From an optimization exercise on the open Yosys and OpenROAD flow, aimed at a short achievable clock period and few clock cycles; shortcuts taken in it are not production practice. In this exercise RTL edits were held to simulation tests only and were not proved equivalent to the original. Power and IR drop assume default switching activity.

===== design/flow/run.sh =====
#!/bin/bash
# synth_recipe.tcl (not shown) runs the flow's synth.tcl, then flattens the netlist and writes it again
# the make line also repeats each setting of config.mk as NAME=value (left out here)
make -C /OpenROAD-flow-scripts/flow DESIGN_CONFIG=/design/flow/config.mk WORK_HOME=/design/flow/orfs CLKGATE_MAP_FILE= SYNTH_SCRIPT=/design/flow/synth_recipe.tcl finish

===== design/flow/config.mk =====
export PLATFORM = sky130hd
export DESIGN_NAME = cache_top
export DESIGN_NICKNAME = cache_top
export VERILOG_FILES = /design/flow/design.v
export SDC_FILE = /design/flow/constraint.sdc
export NUM_CORES = 4
export LEC_CHECK = 0
export CAP_MARGIN = 20
export CORE_MARGIN = 2
export CORE_UTILIZATION = 40
export SLEW_MARGIN = 20

===== design/flow/constraint.sdc =====
create_clock -name core_clock -period 4.2 [get_ports {clk}]
set_input_delay 0.8400 -clock core_clock [delete_from_list [all_inputs] [get_ports {clk}]]
set_output_delay 0.8400 -clock core_clock [all_outputs]
set_load 0.01 [all_outputs]

===== design/flow/design.v =====
package cache_pkg;
    localparam int ADDR_WIDTH   = 16;
    localparam int DATA_WIDTH   = 32;
    localparam int BE_WIDTH     = DATA_WIDTH / 8;
    localparam int NUM_WAYS     = 2;
    localparam int NUM_SETS     = 8;
    localparam int INDEX_WIDTH  = 3;
    localparam int OFFSET_WIDTH = 2;
    localparam int TAG_WIDTH    = ADDR_WIDTH - INDEX_WIDTH - OFFSET_WIDTH;
    localparam int COUNT_WIDTH  = 32;
    typedef struct packed {
        logic [TAG_WIDTH-1:0]    tag;
        logic [INDEX_WIDTH-1:0]  index;
        logic [OFFSET_WIDTH-1:0] offset;
    } cache_addr_fields_t;
    typedef union packed {
        logic [ADDR_WIDTH-1:0] word;
        cache_addr_fields_t    fields;
    } cache_addr_t;
    typedef enum logic [2:0] {
        IDLE,
        LOOKUP,
        HIT_RESP,
        WB_REQ,
        WB_WAIT,
        FILL_REQ,
        FILL_WAIT,
        RESP
    } ctrl_state_t;
endpackage
`timescale 1ns/1ps
import cache_pkg::*;
module cache_store (
    input  logic                                clk,
    input  logic                                rst_n,
    input  logic                                lookup_i,
    input  cache_pkg::cache_addr_t              lookup_addr_i,
    input  logic                                write_i,
    input  logic                                write_way_i,
    input  logic [cache_pkg::BE_WIDTH-1:0]      write_be_i,
    input  logic [cache_pkg::DATA_WIDTH-1:0]    write_data_i,
    input  logic                                write_dirty_i,
    input  logic                                touch_i,
    input  logic                                touch_way_i,
    output logic                                hit_o,
    output logic                                hit_way_o,
    output logic [cache_pkg::DATA_WIDTH-1:0]    rdata_o,
    output logic                                victim_way_o,
    output logic                                victim_dirty_o,
    output logic [cache_pkg::TAG_WIDTH-1:0]     victim_tag_o,
    output logic [cache_pkg::DATA_WIDTH-1:0]    victim_data_o
);
    logic [TAG_WIDTH-1:0]   tag_mem  [NUM_WAYS][NUM_SETS];
    logic [DATA_WIDTH-1:0]  data_mem [NUM_WAYS][NUM_SETS];
    logic [NUM_WAYS-1:0]    valid_q  [NUM_SETS];
    logic [NUM_WAYS-1:0]    dirty_q  [NUM_SETS];
    logic [NUM_SETS-1:0]    mru_q;
    logic [INDEX_WIDTH-1:0] idx;
    logic [NUM_WAYS-1:0]    way_hit;
    logic                   vict_way;
    assign idx = lookup_addr_i.fields.index;
    always_comb
    begin
        for (int w = 0; w < NUM_WAYS; w++)
        begin
            way_hit[w] = valid_q[idx][w] && (tag_mem[w][idx] == lookup_addr_i.fields.tag);
        end
    end
    always_comb
    begin
        if (!valid_q[idx][0])
            vict_way = 1'b0;
        else if (!valid_q[idx][1])
            vict_way = 1'b1;
        else
            vict_way = ~mru_q[idx];
    end
    always_ff @(posedge clk)
    begin
        if (!rst_n)
        begin
            hit_o          <= 1'b0;
            hit_way_o      <= 1'b0;
            victim_way_o   <= 1'b0;
            victim_dirty_o <= 1'b0;
        end
        else if (lookup_i)
        begin
            hit_o          <= |way_hit;
            hit_way_o      <= way_hit[1];
            victim_way_o   <= vict_way;
            victim_dirty_o <= valid_q[idx][vict_way] && dirty_q[idx][vict_way];
        end
    end
    always_ff @(posedge clk)
    begin
        if (lookup_i)
        begin
            rdata_o       <= data_mem[way_hit[1]][idx];
            victim_tag_o  <= tag_mem[vict_way][idx];
            victim_data_o <= data_mem[vict_way][idx];
        end
    end
    always_ff @(posedge clk)
    begin
        if (!rst_n)
        begin
            for (int s = 0; s < NUM_SETS; s++)
            begin
                valid_q[s] <= '0;
                dirty_q[s] <= '0;
            end
            mru_q <= '0;
        end
        else
        begin
            if (write_i)
            begin
                valid_q[idx][write_way_i] <= 1'b1;
                dirty_q[idx][write_way_i] <= write_dirty_i;
            end
            if (touch_i)
                mru_q[idx] <= touch_way_i;
        end
    end
    always_ff @(posedge clk)
    begin
        if (write_i)
        begin
            tag_mem[write_way_i][idx] <= lookup_addr_i.fields.tag;
            for (int b = 0; b < BE_WIDTH; b++)
            begin
                if (write_be_i[b])
                    data_mem[write_way_i][idx][8*b +: 8] <= write_data_i[8*b +: 8];
            end
        end
    end
endmodule
`timescale 1ns/1ps
import cache_pkg::*;
module cache_counters (
    input  logic                                clk,
    input  logic                                rst_n,
    input  logic                                hit_i,
    input  logic                                miss_i,
    input  logic                                mem_txn_i,
    output logic [cache_pkg::COUNT_WIDTH-1:0]   hit_count_o,
    output logic [cache_pkg::COUNT_WIDTH-1:0]   miss_count_o,
    output logic [cache_pkg::COUNT_WIDTH-1:0]   mem_txn_count_o
);
    logic [2:0]             inc;
    logic [COUNT_WIDTH-1:0] count_q [3];
    assign inc = {mem_txn_i, miss_i, hit_i};
    always_ff @(posedge clk)
    begin
        if (!rst_n)
        begin
            for (int i = 0; i < 3; i++)
            begin
                count_q[i] <= '0;
            end
        end
        else
        begin
            for (int i = 0; i < 3; i++)
            begin
                if (inc[i] && count_q[i] != '1)
                    count_q[i] <= count_q[i] + 1'b1;
            end
        end
    end
    assign hit_count_o     = count_q[0];
    assign miss_count_o    = count_q[1];
    assign mem_txn_count_o = count_q[2];
endmodule
`timescale 1ns/1ps
import cache_pkg::*;
module cache_ctrl (
    input  logic                                clk,
    input  logic                                rst_n,
    input  logic                                proc_req_i,
    input  logic [cache_pkg::ADDR_WIDTH-1:0]    proc_addr_i,
    input  logic                                proc_we_i,
    input  logic [cache_pkg::BE_WIDTH-1:0]      proc_be_i,
    input  logic [cache_pkg::DATA_WIDTH-1:0]    proc_wdata_i,
    output logic                                proc_gnt_o,
    output logic                                proc_rvalid_o,
    output logic [cache_pkg::DATA_WIDTH-1:0]    proc_rdata_o,
    output logic                                mem_req_o,
    output logic [cache_pkg::ADDR_WIDTH-1:0]    mem_addr_o,
    output logic                                mem_we_o,
    output logic [cache_pkg::BE_WIDTH-1:0]      mem_be_o,
    output logic [cache_pkg::DATA_WIDTH-1:0]    mem_wdata_o,
    input  logic                                mem_gnt_i,
    input  logic                                mem_rvalid_i,
    input  logic [cache_pkg::DATA_WIDTH-1:0]    mem_rdata_i,
    output logic                                lookup_o,
    output cache_pkg::cache_addr_t              lookup_addr_o,
    output logic                                write_o,
    output logic                                write_way_o,
    output logic [cache_pkg::BE_WIDTH-1:0]      write_be_o,
    output logic [cache_pkg::DATA_WIDTH-1:0]    write_data_o,
    output logic                                write_dirty_o,
    output logic                                touch_o,
    output logic                                touch_way_o,
    input  logic                                hit_i,
    input  logic                                hit_way_i,
    input  logic [cache_pkg::DATA_WIDTH-1:0]    rdata_i,
    input  logic                                victim_way_i,
    input  logic                                victim_dirty_i,
    input  logic [cache_pkg::TAG_WIDTH-1:0]     victim_tag_i,
    input  logic [cache_pkg::DATA_WIDTH-1:0]    victim_data_i,
    output logic                                hit_o,
    output logic                                miss_o,
    output logic                                mem_txn_o
);
    cache_pkg::ctrl_state_t            state;
    cache_pkg::cache_addr_t            addr_q;
    logic                   we_q;
    logic [BE_WIDTH-1:0]    be_q;
    logic [DATA_WIDTH-1:0]  wdata_q;
    cache_pkg::cache_addr_t            fill_addr;
    cache_pkg::cache_addr_t            wb_addr;
    logic [DATA_WIDTH-1:0]  merged;
    assign lookup_o = (state == IDLE) && proc_req_i;
    always_comb
    begin
        if (state == IDLE)
            lookup_addr_o.word = proc_addr_i;
        else
            lookup_addr_o = addr_q;
    end
    always_comb
    begin
        fill_addr                = addr_q;
        fill_addr.fields.offset  = '0;
        wb_addr.fields.tag       = victim_tag_i;
        wb_addr.fields.index     = addr_q.fields.index;
        wb_addr.fields.offset    = '0;
    end
    always_comb
    begin
        for (int b = 0; b < BE_WIDTH; b++)
        begin
            if (we_q && be_q[b])
                merged[8*b +: 8] = wdata_q[8*b +: 8];
            else
                merged[8*b +: 8] = mem_rdata_i[8*b +: 8];
        end
    end
    always_comb
    begin
        write_o       = 1'b0;
        touch_o       = 1'b0;
        write_way_o   = victim_way_i;
        write_be_o    = '1;
        write_data_o  = merged;
        write_dirty_o = we_q;
        if (state == LOOKUP && hit_i)
        begin
            touch_o       = 1'b1;
            write_o       = we_q;
            write_way_o   = hit_way_i;
            write_be_o    = be_q;
            write_data_o  = wdata_q;
            write_dirty_o = 1'b1;
        end
        else if (state == FILL_WAIT && mem_rvalid_i)
        begin
            write_o = 1'b1;
            touch_o = 1'b1;
        end
    end
    assign touch_way_o = write_way_o;
    assign proc_gnt_o  = (state == HIT_RESP) || (state == RESP);
    assign mem_be_o    = '1;
    assign hit_o       = (state == LOOKUP) && hit_i;
    assign miss_o      = (state == LOOKUP) && !hit_i;
    assign mem_txn_o   = mem_req_o && mem_gnt_i;
    always_ff @(posedge clk)
    begin
        if (!rst_n)
        begin
            state         <= IDLE;
            mem_req_o     <= 1'b0;
            proc_rvalid_o <= 1'b0;
        end
        else
        begin
            proc_rvalid_o <= 1'b0;
            unique case (state)
                IDLE:
                begin
                    if (proc_req_i)
                        state <= LOOKUP;
                end
                LOOKUP:
                begin
                    if (hit_i)
                        state <= HIT_RESP;
                    else
                    begin
                        mem_req_o <= 1'b1;
                        state     <= victim_dirty_i ? WB_REQ : FILL_REQ;
                    end
                end
                HIT_RESP, RESP:
                begin
                    proc_rvalid_o <= 1'b1;
                    state         <= IDLE;
                end
                WB_REQ:
                begin
                    if (mem_gnt_i)
                    begin
                        mem_req_o <= 1'b0;
                        state     <= WB_WAIT;
                    end
                end
                WB_WAIT:
                begin
                    if (mem_rvalid_i)
                    begin
                        mem_req_o <= 1'b1;
                        state     <= FILL_REQ;
                    end
                end
                FILL_REQ:
                begin
                    if (mem_gnt_i)
                    begin
                        mem_req_o <= 1'b0;
                        state     <= FILL_WAIT;
                    end
                end
                FILL_WAIT:
                begin
                    if (mem_rvalid_i)
                        state <= RESP;
                end
            endcase
        end
    end
    always_ff @(posedge clk)
    begin
        if (state == IDLE && proc_req_i)
        begin
            addr_q.word <= proc_addr_i;
            we_q        <= proc_we_i;
            be_q        <= proc_be_i;
            wdata_q     <= proc_wdata_i;
        end
        if (state == LOOKUP && !hit_i)
        begin
            mem_addr_o  <= victim_dirty_i ? wb_addr.word : fill_addr.word;
            mem_we_o    <= victim_dirty_i;
            mem_wdata_o <= victim_data_i;
        end
        if (state == WB_WAIT && mem_rvalid_i)
        begin
            mem_addr_o <= fill_addr.word;
            mem_we_o   <= 1'b0;
        end
        if (state == FILL_WAIT && mem_rvalid_i)
            proc_rdata_o <= we_q ? '0 : mem_rdata_i;
        if (state == HIT_RESP)
            proc_rdata_o <= we_q ? '0 : rdata_i;
    end
endmodule
`timescale 1ns/1ps
import cache_pkg::*;
module cache_top (
    input  logic                                clk,
    input  logic                                rst_n,
    input  logic                                proc_req_i,
    input  logic [cache_pkg::ADDR_WIDTH-1:0]    proc_addr_i,
    input  logic                                proc_we_i,
    input  logic [cache_pkg::BE_WIDTH-1:0]      proc_be_i,
    input  logic [cache_pkg::DATA_WIDTH-1:0]    proc_wdata_i,
    output logic                                proc_gnt_o,
    output logic                                proc_rvalid_o,
    output logic [cache_pkg::DATA_WIDTH-1:0]    proc_rdata_o,
    output logic                                mem_req_o,
    output logic [cache_pkg::ADDR_WIDTH-1:0]    mem_addr_o,
    output logic                                mem_we_o,
    output logic [cache_pkg::BE_WIDTH-1:0]      mem_be_o,
    output logic [cache_pkg::DATA_WIDTH-1:0]    mem_wdata_o,
    input  logic                                mem_gnt_i,
    input  logic                                mem_rvalid_i,
    input  logic [cache_pkg::DATA_WIDTH-1:0]    mem_rdata_i,
    output logic [cache_pkg::COUNT_WIDTH-1:0]   hit_count_o,
    output logic [cache_pkg::COUNT_WIDTH-1:0]   miss_count_o,
    output logic [cache_pkg::COUNT_WIDTH-1:0]   mem_txn_count_o
);
    logic                   lookup;
    cache_pkg::cache_addr_t            lookup_addr;
    logic                   write;
    logic                   write_way;
    logic [BE_WIDTH-1:0]    write_be;
    logic [DATA_WIDTH-1:0]  write_data;
    logic                   write_dirty;
    logic                   touch;
    logic                   touch_way;
    logic                   hit;
    logic                   hit_way;
    logic [DATA_WIDTH-1:0]  rdata;
    logic                   victim_way;
    logic                   victim_dirty;
    logic [TAG_WIDTH-1:0]   victim_tag;
    logic [DATA_WIDTH-1:0]  victim_data;
    logic                   hit_evt;
    logic                   miss_evt;
    logic                   mem_txn_evt;
    cache_ctrl u_ctrl (
        .clk            (clk),
        .rst_n          (rst_n),
        .proc_req_i     (proc_req_i),
        .proc_addr_i    (proc_addr_i),
        .proc_we_i      (proc_we_i),
        .proc_be_i      (proc_be_i),
        .proc_wdata_i   (proc_wdata_i),
        .proc_gnt_o     (proc_gnt_o),
        .proc_rvalid_o  (proc_rvalid_o),
        .proc_rdata_o   (proc_rdata_o),
        .mem_req_o      (mem_req_o),
        .mem_addr_o     (mem_addr_o),
        .mem_we_o       (mem_we_o),
        .mem_be_o       (mem_be_o),
        .mem_wdata_o    (mem_wdata_o),
        .mem_gnt_i      (mem_gnt_i),
        .mem_rvalid_i   (mem_rvalid_i),
        .mem_rdata_i    (mem_rdata_i),
        .lookup_o       (lookup),
        .lookup_addr_o  (lookup_addr),
        .write_o        (write),
        .write_way_o    (write_way),
        .write_be_o     (write_be),
        .write_data_o   (write_data),
        .write_dirty_o  (write_dirty),
        .touch_o        (touch),
        .touch_way_o    (touch_way),
        .hit_i          (hit),
        .hit_way_i      (hit_way),
        .rdata_i        (rdata),
        .victim_way_i   (victim_way),
        .victim_dirty_i (victim_dirty),
        .victim_tag_i   (victim_tag),
        .victim_data_i  (victim_data),
        .hit_o          (hit_evt),
        .miss_o         (miss_evt),
        .mem_txn_o      (mem_txn_evt)
    );
    cache_store u_store (
        .clk            (clk),
        .rst_n          (rst_n),
        .lookup_i       (lookup),
        .lookup_addr_i  (lookup_addr),
        .write_i        (write),
        .write_way_i    (write_way),
        .write_be_i     (write_be),
        .write_data_i   (write_data),
        .write_dirty_i  (write_dirty),
        .touch_i        (touch),
        .touch_way_i    (touch_way),
        .hit_o          (hit),
        .hit_way_o      (hit_way),
        .rdata_o        (rdata),
        .victim_way_o   (victim_way),
        .victim_dirty_o (victim_dirty),
        .victim_tag_o   (victim_tag),
        .victim_data_o  (victim_data)
    );
    cache_counters u_counters (
        .clk             (clk),
        .rst_n           (rst_n),
        .hit_i           (hit_evt),
        .miss_i          (miss_evt),
        .mem_txn_i       (mem_txn_evt),
        .hit_count_o     (hit_count_o),
        .miss_count_o    (miss_count_o),
        .mem_txn_count_o (mem_txn_count_o)
    );
endmodule

==> run notes <==
==> synthesized netlist by cell type, drive strengths merged (4+ instances only) <==
| library cell | instances | area, µm² |
|---|---|---|
| edfxtp | 924 | 27700 |
| nand2 | 238 | 896 |
| nor2 | 201 | 754 |
| a22oi | 171 | 1280 |
| clkbuf | 118 | 444 |
| dfxtp | 114 | 2280 |
| mux2i | 97 | 1000 |
| mux2 | 72 | 811 |
| a21oi | 71 | 355 |
| and3 | 65 | 407 |
| nand3 | 53 | 265 |
| a221oi | 50 | 438 |
| a22o | 50 | 438 |
| o21ai | 50 | 250 |
| xor2 | 50 | 438 |
| xnor2 | 46 | 403 |
| nand4 | 44 | 275 |
| nor3 | 40 | 200 |
| o22ai | 40 | 250 |
| inv | 39 | 146 |
| buf | 37 | 219 |
| and2 | 25 | 156 |
| or3 | 24 | 150 |
| and4 | 17 | 149 |
| nand2b | 14 | 87.6 |
| nor3b | 11 | 82.6 |
| nand3b | 10 | 75.1 |
| ha | 8 | 100 |
| a2111oi | 7 | 73.8 |
| a31oi | 7 | 43.8 |
| o221ai | 7 | 61.3 |
| nor2b | 6 | 37.5 |
| o31ai | 6 | 45.0 |
| a32oi | 5 | 43.8 |
| or2 | 5 | 31.3 |
| a211oi | 4 | 30.0 |
| a32o | 4 | 40.0 |
| nor4 | 4 | 40.0 |
==> layer usage <==
| metal | GRT usage (%) | up-vias | routed length [µm] |
|---|---|---|---|
| met1 | 28.0 | 13000 | 47300 |
| met2 | 33.6 | 1008 | 52600 |
| li1 | - | 11600 | - |
| met3 | 3.81 | 198 | 8220 |
| met5 | 0 | - | 27 |
| met4 | 7.35 | 4 | 3230 |
==> logic make-up (layout without fill, tap and decap cells) <==
kind of cell	Yosys count	in the layout
muxes	169	169
AOI/OAI and AO/OA	502	502
and+or+nand+nor	763	763
buffers and inverters	194	716
xor gates and xnor gates	96	96
DFF	1038	1038
adders and majority gates	8	8
other	2	7
==> how the worst min path moves through the flow <==
stage                                         from                          endpoint  cells past startpoint
2_1_floorplan   u_store.victim_data_o[0]$_DFFE_PP_   u_ctrl.mem_wdata_o[0]$_DFFE_PP_                      0
3_3_place_gp   u_store.victim_data_o[12]$_DFFE_PP_  u_ctrl.mem_wdata_o[12]$_DFFE_PP_                      0
3_5_place_dp   u_store.victim_data_o[27]$_DFFE_PP_  u_ctrl.mem_wdata_o[27]$_DFFE_PP_                      0
4_1_cts         u_store.victim_data_o[3]$_DFFE_PP_   u_ctrl.mem_wdata_o[3]$_DFFE_PP_                      0
5_1_grt         u_store.victim_data_o[1]$_DFFE_PP_   u_ctrl.mem_wdata_o[1]$_DFFE_PP_                      0
6_report        u_store.victim_data_o[1]$_DFFE_PP_   u_ctrl.mem_wdata_o[1]$_DFFE_PP_                      0
==> where the power goes <==
part / internal (W) / total [W] / leakage (nW) / switching, W
clock network: 0.00523 / 0.00923 / 1.68 / 0.00401
logic: 0.00167 / 0.00435 / 5.77 / 0.00267
registers: 0.0121 / 0.0122 / 9.34 / 0.000156
==> final cells by class <==
type / count / share of cell area (%)
well taps: 1368 / 3.43
flip-flops and latches: 1038 / 60.2
clock inverters: 59 / 1.05
diodes: 1 / 0.00502
inverters: 39 / 0.301
clock buffers: 141 / 5.85
repair buffers: 477 / 8.76
multi-input cells: 1544 / 20.4
==> registers in the layout, indices dropped and copies added, names as in the netlist, 4 cells and up <==
register	flops
u_store.valid_q	16
u_store.data_mem	512
u_ctrl.proc_rdata_o	32
u_ctrl.mem_wdata_o	32
u_ctrl.be_q	4
u_ctrl.wdata_q	32
u_ctrl.mem_addr_o	14
u_store.tag_mem	176
u_store.victim_data_o	32
u_store.rdata_o	32
u_ctrl.addr_q	14
u_counters.count_q	96
u_store.mru_q	8
u_store.dirty_q	16
u_store.victim_tag_o	11
==> per-stage QoR <==
step	setup WS, ns	total power, W	cells
floorplan	0.0894	0.0149	2776
global placement	-0.399	0.0167	4466
detailed placement	-0.495	0.0168	4466
CTS	0.204	0.0260	4666
global route	0.0220	0.0267	4667
finish	0.193	0.0258	4667
==> worst max-delay path: stages <==
cell             delay, ns
clkdlybuf4s50_1       0.52
or4b_4                0.49
nand2_2               0.18
nand2_1               0.08
a32o_1                0.25
or3_1                 0.38
a2111oi_2             0.53
nand4_1               0.22
nor4_4                0.30
buf_12                0.25
mux2_2                0.36
==> metrics.csv <==
metric,value,unit
Setup Total Neg Slack,0,ns
final-layout fill cell count,8611,
number of nets in the layout,3305,
share of post-route cells with drive strength above 1,14.5,%
drt pass-1 iters,5,
number of buffers inserted by hold repair at cts,0,
flip-flop cell with the highest count after synthesis,edfxtp_1,
count of unresolved DRC violations after routing,0,
std cell rows,117,
Clock Sinks,1038,
critical path peak fanout,14,
count of buffers added by post-CTS timing repair for setup,0,
final-report hold violation count,0,
portion of the post-synthesis area used by sequential elements,73.5,%
CORE AREA,102000,µm²
Leak,16.8,nW
most common library cell in the layout ignoring fill and taps,edfxtp_1,
RSZ-0062 raised after global routing,false,
dominant combinational cell family by area after synthesis,simple AND/OR/NAND/NOR gates,
Hold Worst Slack,0.414,ns
kind of end point of the critical path,register,
share of the core filled with cells,49.1,%
post-DP HPWL,69.9,mm
global-route wire length before repair,162,mm
Die Y,324,µm
number of flops mapped to enable cells by yosys,924,
die width,324,µm
final wirelength,111,mm
length in cells of the worst reg-to-reg path,11,
reg2reg setup slack,0.20,ns
clock buffer count from CTS,107,
"Period Utilization, post-route",95.4,%
worst slew pin tran,1.17,ns
most frequent cells in the layout,"924 x edfxtp_1, 265 x clkdlybuf4s50_1, 233 x nand2_1",
I/O pin total,274,
number of cells upsized or downsized after cts,0,
total global routing track utilization,20.7,%
number of pins exceeding their max-slew limit in the final report,0,
max capacitance violation total,0,
number of vias per cell after detailed routing,5.53,
CTS clock-pin slew for the worst setup and hold paths,0.06,ns
asr flop ratio synth,0,%
antenna violations before repair,5,
number of routed nets with antenna violations,0,
start of the worst register-to-register path,u_ctrl.state[2]$_SDFFE_PN0P_,
relative slew slack,22.1,%
CTS Buffer Depth,3,
mean routed wirelength per cell,23.9,µm
last weighted congestion value of the routability-driven placer,0.836,
deepest level of the CTS H-tree,3,
required time at the worst-slack endpoint,4.63,ns
cell count after synthesis,2772,
type of element launching the critical path,input pin,
floorplan die area,105000,µm²
largest net degree at the start of global routing,129,
"synthesized-area fraction occupied by ao, oa, aoi and oai cells",8.84,%
post-synthesis sequential element count,1038,
endpoint arrival time on the critical path,4.44,ns
remaining global-route overflow,0,
Post-Place Cell Area,46400,µm²
area of the multi-input gates,10200,µm²
mean area per synthesized cell,14.7,µm²
count of yosys warnings during synthesis,4,
Max Clock Skew,0.0316,ns
IO buf count,265,
startpoint-to-endpoint class of the critical path,input pin to register,
"basic-gate share of the synthesized area counting and, or, nand and nor cells",8.97,%
fraction of synthesized area in multiplexers,4.44,%
highest clock frequency the design can meet,250,MHz
count of vias placed by the detailed router,25800,
initial core utilization,40.2,%
Critical R2R Capture,u_store.rdata_o[13]$_DFFE_PP_,
critical path endpoint,u_store.rdata_o[13]$_DFFE_PP_,
clock period minus worst slack,4.01,ns
First DRT Iteration DRCs,2471,
via count of the first global-routing pass,25700,
launching element of the worst setup path,proc_addr_i[2],
VDD IR-drop max,0.000379,V
Synth Area in Adders,0.245,%
CTS tree,built,
area occupied by registers,30000,µm²
power per unit of standard cell area,517,nW/µm²
area growth from synthesis to layout,22.0,%
cell area after layout,49900,µm²
XOR/XNOR share of the synthesized area,2.06,%
status,no timing/DRC/antenna violations,
summed instance area of the synthesized netlist,40900,µm²
number of failing setup endpoints in the final timing report,0,
clock network latency to the later pin of the worst-skew pair,0.70,ns
count of cell types in the netlist,70,
cell at the root of the clock tree,clkbuf_16,
Hold Crit Class,register to register,
Testbench counts, summed over its fixed seeds: cycles 66,520.

[afterwards: timing with drivers on the ports]
How much do the figures lean on ideal ports? The routed layout below was timed once more, with nothing changed but the port constraints.
Step 1 assumes that a clkbuf_16 drives the clock port and a buf_2 every other input.
Step 2 moves the port delays by t, midway between the first and last clock arrival at a register: inputs arrive t later, outputs are due t later. That takes back most of the time a late clock gives input paths.
Three values: ideal, step 1, step 2; two values: the first two.
t, ns: 0.758
setup slack, ns: 0.193 / 0.200 / -0.517
worst setup path at the end: input to register
worst register clock-pin slew, ns: 0.07 / 0.07
cell pins on the clock port's net: 1
Met with ideal ports but missed after step 2: setup timing in this run. For this run, drivers alone change the setup slack by +0.007 ns; drivers and shift together by -0.710 ns.
